Background: an optimization exercise with open tools, aiming at small area. Do not read the settings as production practice. In this exercise RTL edits were held to simulation tests only and were not proved equivalent to the original. Power is estimated from default activity; no workload was simulated. No driver is modelled on the clock port, so clocking that relies on it looks cheaper here than on a real chip.

## v22
## pipeCpu
module pipeCpu (
    input  logic        clk,
    input  logic        rstN,
    output logic [31:0] pc,
    input  logic [31:0] inst,
    output logic [31:0] dataAddress,
    output logic [31:0] writeMemData,
    output logic        memRead,
    output logic        memWrite,
    input  logic [31:0] readMemData
);
    logic [2:0]  ph;         
    logic        p2;         
    logic [31:2] pcR;
    logic [31:0] aR;         
    logic [31:0] bR;         
    logic        aluC;
    logic        pcC;
    logic        flag;       
    logic [5:0] op;
    logic [5:0] fn;
    logic [4:0] rs;
    logic [4:0] rt;
    logic [4:0] rd;
    assign op = inst[31:26];
    assign fn = inst[5:0];
    assign rs = inst[25:21];
    assign rt = inst[20:16];
    assign rd = inst[15:11];
    logic isR, rAdd, rSub, rAnd, rOr, rSlt;
    logic iAddiu, iOri, iLui, iLw, iSw, iBeq, iBne, iJ, isBr;
    assign isR    = (op == 6'h00);
    assign rAdd   = isR && (fn == 6'h21);
    assign rSub   = isR && (fn == 6'h23);
    assign rAnd   = isR && (fn == 6'h24);
    assign rOr    = isR && (fn == 6'h25);
    assign rSlt   = isR && (fn == 6'h2a);
    assign iAddiu = (op == 6'h09);
    assign iOri   = (op == 6'h0d);
    assign iLui   = (op == 6'h0f);
    assign iLw    = (op == 6'h23);
    assign iSw    = (op == 6'h2b);
    assign iBeq   = (op == 6'h04);
    assign iBne   = (op == 6'h05);
    assign iJ     = (op == 6'h02);
    assign isBr   = iBeq || iBne;
    logic twoPass;
    logic ph0;
  ...
Size in the first run: roughly 1900 cells after synthesis, roughly 1100 flip-flops, about 0.029 mm2 of cells after synthesis.
export LEC_CHECK = 0
export CAP_MARGIN = 20
export CORE_MARGIN = 2
export CORE_UTILIZATION = 40
export CTS_BUF_LIST = sky130_fd_sc_hd__clkbuf_8
export CTS_CLUSTER_DIAMETER = 60
export CTS_CLUSTER_SIZE = 20
export PLACE_DENSITY = 0.6
export SLEW_MARGIN = 20
create_clock -name core_clock -period 10.0 [get_ports {clk}]
standard.sh (not shown) runs the stock make flow with config.mk's settings and CLKGATE_MAP_FILE= SYNTH_SCRIPT=/design/flow/synth_recipe.tcl, a recipe that flattens the netlist after the stock synthesis.
==> flow/flow/run.sh <==
#!/bin/bash
# Standard ORFS layout, with the port buffers made of the smallest buffer cell.
set -euo pipefail
export BUFFER_PORTS_ARGS="-buffer_cell sky130_fd_sc_hd__buf_1"
bash standard.sh > standard_make.log 2>&1
Input changes introduced in v23 (baseline for comparison: v22):
# v22
export LEC_CHECK = 0
export CAP_MARGIN = 20
export CORE_MARGIN = 2
export CORE_UTILIZATION = 40
export CTS_BUF_LIST = sky130_fd_sc_hd__clkbuf_8
export CTS_CLUSTER_DIAMETER = 60
export CTS_CLUSTER_SIZE = 20
export PLACE_DENSITY = 0.6
export SLEW_MARGIN = 20
create_clock -name core_clock -period 10.0 [get_ports {clk}]
# v23
export LEC_CHECK = 0
export CAP_MARGIN = 20
export CORE_MARGIN = 2
export CORE_UTILIZATION = 40
export CTS_BUF_LIST = sky130_fd_sc_hd__clkbuf_4 sky130_fd_sc_hd__clkbuf_8
export PLACE_DENSITY = 0.6
export SLEW_MARGIN = 20
create_clock -name core_clock -period 10.0 [get_ports {clk}]
## What came out
Diff v23..v22 | fraction of the mapped netlist area in compound gates | unchanged
v23 gives less number of optimization iterations in the first detailed-route pass than v22 did.
From v22 to v23 the numbers moved as follows: combinational power share shrank by 0.8 points; final non-filler cell total picked up an extra 6.1%.
| total power | v23 vs v22 | 26% higher |
v23 -> v22: simple-gate area share of the yosys netlist delta 0, exact match
[compare] base=v22 new=v23: minimum hold slack grew by 0.0056 ns, non-clock buffer count in the final layout did not really move, part of the total power dissipated in the clock network increased 14 points, wire length moved up.
--- input diff v23..v16 ---
# v23
export LEC_CHECK = 0
export CAP_MARGIN = 20
export CORE_MARGIN = 2
export CORE_UTILIZATION = 40
export CTS_BUF_LIST = sky130_fd_sc_hd__clkbuf_4 sky130_fd_sc_hd__clkbuf_8
export PLACE_DENSITY = 0.6
export SLEW_MARGIN = 20
create_clock -name core_clock -period 10.0 [get_ports {clk}]
# v16
export LEC_CHECK = 0
export CAP_MARGIN = 20
export CORE_MARGIN = 2
export CORE_UTILIZATION = 40
export CTS_BUF_LIST = sky130_fd_sc_hd__clkbuf_16
export CTS_CLUSTER_DIAMETER = 100
export CTS_CLUSTER_SIZE = 30
export PLACE_DENSITY = 0.6
export SLEW_MARGIN = 20
create_clock -name core_clock -period 10.0 [get_ports {clk}]
==> summary.txt <==
- v16 vs v23: core utilization down
- Instance count of the mapped netlist: v23 vs v16 identical
- v16 against v23: routed wire length decreased 2400 um, clock period minus final worst setup slack comparable, total power went down about 20%.
- Cell count, v23 and v16: lower on v16

---

The RTL this note starts from:
==> flow/design.v <==
`timescale 1ns/1ps
module pipeCpu (
    input  logic        clk,
    input  logic        rstN,
    output logic [31:0] pc,
    input  logic [31:0] inst,
    output logic [31:0] dataAddress,
    output logic [31:0] writeMemData,
    output logic        memRead,
    output logic        memWrite,
    input  logic [31:0] readMemData
);
    logic [2:0]  ph;         
    logic        p2;         
    logic [31:2] pcR;
    logic [27:0] aR;         
    logic [27:0] bR;         
    logic        aluC;
    logic        pcC;
    logic        flag;       
    logic [5:0] op;
    logic [5:0] fn;
    logic [4:0] rs;
    logic [4:0] rt;
    logic [4:0] rd;
    assign op = inst[31:26];
    assign fn = inst[5:0];
    assign rs = inst[25:21];
    assign rt = inst[20:16];
    assign rd = inst[15:11];
    logic isR, rAdd, rSub, rAnd, rOr, rSlt;
    logic iAddiu, iOri, iLui, iLw, iSw, iBeq, iBne, iJ, isBr;
    assign isR    = (op == 6'h00);
    assign rAdd   = isR && (fn == 6'h21);
    assign rSub   = isR && (fn == 6'h23);
    assign rAnd   = isR && (fn == 6'h24);
    assign rOr    = isR && (fn == 6'h25);
    assign rSlt   = isR && (fn == 6'h2a);
    assign iAddiu = (op == 6'h09);
    assign iOri   = (op == 6'h0d);
    assign iLui   = (op == 6'h0f);
    assign iLw    = (op == 6'h23);
    assign iSw    = (op == 6'h2b);
    assign iBeq   = (op == 6'h04);
    assign iBne   = (op == 6'h05);
    assign iJ     = (op == 6'h02);
    assign isBr   = iBeq || iBne;
    logic twoPass;
    logic ph0;
    logic ph7;
    logic last;
    assign twoPass = rSlt || iLw || iSw || isBr;
    assign ph0     = (ph == 3'd0);
    assign ph7     = (ph == 3'd7);
    assign last    = ph7 && (p2 || !twoPass);
    logic [31:0] rf [1:31];
    logic [31:0][3:0] bot;
    assign bot[0] = 4'd0;
    genvar g;
    generate
        for (g = 1; g < 32; g++) begin : gBot
            assign bot[g] = rf[g][3:0];
        end
    endgenerate
    logic [3:0] rd1;
    logic [3:0] rd2;
    always_comb begin
        rd1 = 4'd0;
        rd2 = 4'd0;
        for (int r = 1; r < 32; r++) begin
            rd1 = rd1 | (bot[r] & {4{rs == r[4:0]}});
            rd2 = rd2 | (bot[r] & {4{rt == r[4:0]}});
        end
    end
    logic       we;
    logic [4:0] wreg;
    logic [3:0] wdata;
    generate
        for (g = 1; g < 32; g++) begin : gReg
            always_ff @(posedge clk) begin
                rf[g] <= {(we && wreg == g) ? wdata : rf[g][3:0], rf[g][31:4]};
            end
        end
    endgenerate
    logic [3:0] iDig;
    logic [3:0] aOp;
    logic [3:0] bSrc;
    logic [3:0] bOp;
    logic       sub;
    logic       cin;
    logic [4:0] sum;
    logic [3:0] alu;
    logic       lt;
    logic [2:0] dIdx;
    logic [3:0] instDig;
    logic [1:0] ePrev;
    assign dIdx    = {ph[2] && !iLui, ph[1:0]};
    assign instDig = inst[{dIdx, 2'b00} +: 4];
    always_comb begin
        if (iLui)                iDig = ph[2] ? instDig : 4'd0;
        else if (iJ || !ph[2])   iDig = instDig;
        else if (iOri)           iDig = 4'd0;
        else                     iDig = {4{inst[15]}};
    end
    assign aOp  = iLui ? 4'd0 : rd1;
    assign bSrc = isR ? rd2 : iDig;
    assign sub  = rSub || rSlt;
    assign bOp  = sub ? ~bSrc : bSrc;
    assign cin  = ph0 ? sub : aluC;
    assign sum  = {1'b0, aOp} + {1'b0, bOp} + {4'd0, cin};
    assign lt   = (aOp[3] ^ bSrc[3]) ? aOp[3] : sum[3];
    always_comb begin
        if (rAnd)                    alu = aOp & bOp;
        else if (rOr || iOri || iLui) alu = aOp | bOp;
        else                         alu = sum[3:0];
    end
    assign memRead  = iLw && !p2 && ph7;
    assign memWrite = iSw && !p2 && ph7;
    assign wreg = isR ? rd : rt;
    always_comb begin
        if (!p2) begin
            we    = rAdd || rSub || rAnd || rOr || rSlt || iAddiu || iOri || iLui || (iLw && ph7);
            if (iLw)       wdata = readMemData[31:28];
            else if (rSlt) wdata = 4'd0;
            else           wdata = alu;
        end else begin
            we    = (iLw && !ph7) || (rSlt && ph0);
            wdata = rSlt ? {3'd0, flag} : aR[3:0];
        end
    end
    logic [3:0]  xDig;
    logic [3:0]  pcDig;
    logic [31:0] pcFull;
    logic        taken;
    logic [3:0]  xOp;
    logic [4:0]  pcSum;
    logic [3:0]  bIn;
    logic [31:0] bNext;
    assign xDig   = {iDig[1:0], ph0 ? 2'b00 : ePrev};
    assign pcFull = {pcR, 2'b11};
    assign pcDig  = pcFull[{ph, 2'b00} +: 4];
    assign taken  = iBeq ? flag : !flag;
    assign xOp    = (isBr && p2 && taken) ? xDig : 4'd0;
    assign pcSum  = {1'b0, pcDig} + {1'b0, xOp} + {4'd0, ph0 | pcC};
    always_comb begin
        if ((iSw || iLw) && !p2) bIn = alu;
        else if (iJ && !ph7)     bIn = xDig;
        else                  bIn = pcSum[3:0];
    end
    assign bNext = {bIn, bR};
    always_ff @(posedge clk or negedge rstN) begin
        if (!rstN) begin
            ph  <= 3'd0;
            p2  <= 1'b0;
        end else begin
            ph <= ph + 3'd1;
            if (ph7) p2 <= twoPass && !p2;
        end
    end
    always_ff @(posedge clk) begin
        if (!rstN)     pcR <= '0;
        else if (last) pcR <= bNext[31:2];
    end
    always_ff @(posedge clk) begin
        aluC <= sum[4];
        pcC  <= pcSum[4];
        bR   <= bNext[31:4];
        ePrev <= iDig[3:2];
        aR   <= {(iSw && !p2) ? rd2 : 4'd0, aR[27:4]} | (memRead ? readMemData[27:0] : 28'd0);
        if (!p2) begin
            if (isBr)     flag <= (ph0 || flag) && (rd1 == rd2);
            else if (ph7) flag <= lt;
        end
    end
    assign pc           = {pcR, 2'b00};
    assign dataAddress  = {alu, bR};
    assign writeMemData = {rd2, aR};
endmodule
==> flow/config.mk <==
export PLATFORM = sky130hd
export DESIGN_NAME = pipeCpu
export DESIGN_NICKNAME = pipeCpu
export VERILOG_FILES = /design/flow/design.v
export SDC_FILE = /design/flow/constraint.sdc
export NUM_CORES = 4
export LEC_CHECK = 0
export CAP_MARGIN = 20
export CORE_MARGIN = 2
export CORE_UTILIZATION = 60
export CTS_BUF_LIST = sky130_fd_sc_hd__clkbuf_16
export CTS_CLUSTER_DIAMETER = 100
export CTS_CLUSTER_SIZE = 30
export PLACE_DENSITY = 0.75
export SLEW_MARGIN = 20
==> flow/constraint.sdc <==
create_clock -name core_clock -period 10.0 [get_ports {clk}]
set_input_delay 2.0000 -clock core_clock [delete_from_list [all_inputs] [get_ports {clk}]]
set_output_delay 2.0000 -clock core_clock [all_outputs]
set_load 0.01 [all_outputs]
==> flow/flow/run.sh <==
#!/bin/bash
# Own flow: the standard ORFS layout (standard.sh) with three changes.
#  1. Synthesis is the standard flow's own script (synth_recipe.tcl, unchanged), except that
#     ABC maps the logic with the area-oriented script flow/area.abc instead of
#     ORFS's delay-oriented one. The flip-flops are mapped by dfflibmap before
#     ABC runs, so the registers, their names and cells are the standard ones.
#  2. The port buffers that buffer_ports inserts are the smallest buffer cell.
#  3. Clock tree: clkbuf_16 leaf buffers for clusters of up to 34 flip-flops
#     within 80 um, clkbuf_8 for the root and the levels above the leaves,
#     and no dummy loads.
# Each tool's output goes to ORFS's own per-step logs under orfs/logs; make's
# output goes to flow_make.log in this folder.
set -euo pipefail
W=$PWD
{
  printf 'proc abc {args} {\n'
  printf '  set i [lsearch $args -script]\n'
  printf '  if {$i >= 0} { set args [lreplace $args [expr {$i+1}] [expr {$i+1}] %s] }\n' "$W/flow/area.abc"
  printf '  yosys abc {*}$args\n'
  printf '}\n'
  cat synth_recipe.tcl
} > flow_synth.tcl
grep -q 'SYNTH_SCRIPT=' standard.sh
sed "s#SYNTH_SCRIPT=[^ ]*#SYNTH_SCRIPT=$W/flow_synth.tcl#" standard.sh > flow_standard.sh
export BUFFER_PORTS_ARGS="-buffer_cell sky130_fd_sc_hd__buf_1"
export CTS_ARGS="-sink_clustering_enable -repair_clock_nets -sink_clustering_size 34 -sink_clustering_max_diameter 120 -buf_list sky130_fd_sc_hd__clkbuf_16 -root_buf sky130_fd_sc_hd__clkbuf_8 -tree_buf sky130_fd_sc_hd__clkbuf_8 -dont_use_dummy_load"
bash flow_standard.sh > flow_make.log 2>&1
==> flow/flow/area.abc <==
&get -n
&st
&dch
&nf -R 1000
&st
&dch
&nf -R 1000
&put
topo
stime -c
dnsize -c
The starting point ran to the end with no violations.
==> next run, changes <==
CORE_UTILIZATION = 40   (was 60)
PLACE_DENSITY = 0.6   (was 0.75)
=> The changed run passed the timing, design-rule and antenna checks; setup slack got worse by 0.13 ns; die area went up by 49%; non-clock buffer count falls by 3; area after synthesis is unchanged; total power barely changes; design area increases by 1.2%; clock power stays flat; global-route usage falls by 11 points; routed wire length falls by 1.1%; synthesized cell count stays the same.
==> next run, changes <==
CORE_UTILIZATION = 55   (was 40)
PLACE_DENSITY = 0.7   (was 0.6)
=>
- final cell count decreases by a few percent
- cell area is lower slightly
- global-route usage grows by 6.7 points
- combinational power came out lower by a few percent
- die area goes down by a quarter to a third
- register-to-register slack gains 0.02 ns
- hold slack is better by 0.045 ns
==> next run, changes <==
==> flow/flow/run.sh (replaced) <==
#!/bin/bash
set -euo pipefail
W=$PWD
{
  printf 'proc abc {args} {\n'
  printf '  set i [lsearch $args -script]\n'
  printf '  if {$i >= 0} { set args [lreplace $args [expr {$i+1}] [expr {$i+1}] %s] }\n' "$W/flow/area.abc"
  printf '  yosys abc {*}$args\n'
  printf '}\n'
  cat synth_recipe.tcl
} > flow_synth.tcl
grep -q 'SYNTH_SCRIPT=' standard.sh
sed "s#SYNTH_SCRIPT=[^ ]*#SYNTH_SCRIPT=$W/flow_synth.tcl#" standard.sh > flow_standard.sh
export BUFFER_PORTS_ARGS="-buffer_cell sky130_fd_sc_hd__buf_1"
export CTS_ARGS="-sink_clustering_enable -repair_clock_nets -sink_clustering_size 30 -sink_clustering_max_diameter 100 -buf_list sky130_fd_sc_hd__clkbuf_16 -root_buf sky130_fd_sc_hd__clkbuf_8 -tree_buf sky130_fd_sc_hd__clkbuf_8 -dont_use_dummy_load"
bash flow_standard.sh > flow_make.log 2>&1
CORE_UTILIZATION = 40   (was 55)
PLACE_DENSITY = 0.6   (was 0.7)
=> Core utilization came out lower by 16 points. First-iteration DRC count came out lower by 12%. Clock skew came out higher by 0.057 ns.
==> next run, changes <==
--- a/flow/flow/run.sh
+++ b/flow/flow/run.sh
@@ -1,2 +1,13 @@
 #!/bin/bash
+# Own flow: the standard ORFS layout (standard.sh) with three changes.
+#  1. Synthesis is the standard flow's own script (synth_recipe.tcl, unchanged), except that
+#     ABC maps the logic with the area-oriented script flow/area.abc instead of
+#     ORFS's delay-oriented one. The flip-flops are mapped by dfflibmap before
+#     ABC runs, so the registers, their names and cells are the standard ones.
+#  2. The port buffers that buffer_ports inserts are the smallest buffer cell.
+#  3. Clock tree: clkbuf_16 leaf buffers for clusters of up to 34 flip-flops
+#     within 80 um, clkbuf_8 for the root and the levels above the leaves,
+#     and no dummy loads.
+# Each tool's output goes to ORFS's own per-step logs under orfs/logs; make's
+# output goes to flow_make.log in this folder.
 set -euo pipefail
@@ -14,3 +25,3 @@
 export BUFFER_PORTS_ARGS="-buffer_cell sky130_fd_sc_hd__buf_1"
-export CTS_ARGS="-sink_clustering_enable -repair_clock_nets -sink_clustering_size 30 -sink_clustering_max_diameter 100 -buf_list sky130_fd_sc_hd__clkbuf_16 -root_buf sky130_fd_sc_hd__clkbuf_8 -tree_buf sky130_fd_sc_hd__clkbuf_8 -dont_use_dummy_load"
+export CTS_ARGS="-sink_clustering_enable -repair_clock_nets -sink_clustering_size 34 -sink_clustering_max_diameter 80 -buf_list sky130_fd_sc_hd__clkbuf_16 -root_buf sky130_fd_sc_hd__clkbuf_8 -tree_buf sky130_fd_sc_hd__clkbuf_8 -dont_use_dummy_load"
 bash flow_standard.sh > flow_make.log 2>&1
CORE_UTILIZATION = 55   (was 40)
PLACE_DENSITY = 0.7   (was 0.6)
Result: The new run completed with no timing, DRC or antenna violations. Combinational power drops by about 3%. Final area drops by 1.2%. Maximum frequency climbs by 1.4%. First-iteration DRC count climbs by 5.9%. Worst hold slack improved by 0.043 ns. Total power drops by 1.3%.
==> next run, changes <==
--- a/flow/flow/run.sh
+++ b/flow/flow/run.sh
@@ -8,3 +8,3 @@
 #  3. Clock tree: clkbuf_16 leaf buffers for clusters of up to 34 flip-flops
-#     within 80 um, clkbuf_8 for the root and the levels above the leaves,
+#     within 120 um, clkbuf_8 for the root and the levels above the leaves,
 #     and no dummy loads.
@@ -25,3 +25,3 @@
 export BUFFER_PORTS_ARGS="-buffer_cell sky130_fd_sc_hd__buf_1"
-export CTS_ARGS="-sink_clustering_enable -repair_clock_nets -sink_clustering_size 34 -sink_clustering_max_diameter 80 -buf_list sky130_fd_sc_hd__clkbuf_16 -root_buf sky130_fd_sc_hd__clkbuf_8 -tree_buf sky130_fd_sc_hd__clkbuf_8 -dont_use_dummy_load"
+export CTS_ARGS="-sink_clustering_enable -repair_clock_nets -sink_clustering_size 34 -sink_clustering_max_diameter 120 -buf_list sky130_fd_sc_hd__clkbuf_16 -root_buf sky130_fd_sc_hd__clkbuf_8 -tree_buf sky130_fd_sc_hd__clkbuf_8 -dont_use_dummy_load"
 bash flow_standard.sh > flow_make.log 2>&1
--- a/flow/flow/area.abc
+++ b/flow/flow/area.abc
@@ -2,2 +2,3 @@
 &st
+&syn2
 &dch
CORE_UTILIZATION = 40   (was 55)
PLACE_DENSITY = 0.6   (was 0.7)
Effect: The new run completed with no timing, DRC or antenna violations. Power came out lower by 0.45%. Global-route usage came out lower by 6.9 points. Sequential share of layout area came out lower by 0.69 points. Routed wire length came out higher by 3.4%. Cell area came out higher by 0.94%. Area after synthesis barely changes. Worst setup slack is worse by 0.29 ns. Non-clock buffer count came out higher by 5. Clock skew stays flat. Core utilization came out lower by 16 points. Via count came out lower by 1.8%.

-- re-timing with driven ports --
No port has a modelled driver above. Below, the same layouts with a new extraction and two added sets of constraints.
Step 1 assumes that a clkbuf_16 drives the clock port and a buf_2 every other input.
Step 2 moves the port delays by t, midway between the first and last clock arrival at a register: inputs arrive t later, outputs are due t later. That takes back most of the time a late clock gives input paths.
Slacks: ideal ports / drivers / drivers and shift; pairs: ideal ports / drivers.
run	t (ns)	setup slack, ns	worst setup path after step 2
v22	0.744	3.361 / 3.328 / 3.028	input to register
v23	0.828	3.341 / 3.308 / 3.012	input to register
v16	0.646	3.342 / 3.309 / 3.029	input to register
the first run of note 2	0.723	1.538 / 1.495 / 1.495	input to output
the second run of note 2	0.719	1.411 / 1.367 / 1.367	input to output
the third run of note 2	0.726	1.449 / 1.424 / 1.424	input to output
the fourth run of note 2	0.742	1.430 / 1.363 / 1.363	input to output
the fifth run of note 2	0.720	1.551 / 1.527 / 1.527	input to output
the sixth run of note 2	0.738	1.258 / 1.139 / 1.139	input to output
After both steps every run listed still meets setup and hold. The setup slack of v22, which loses most, moves by -0.033 ns with the drivers and by -0.333 ns with both steps.
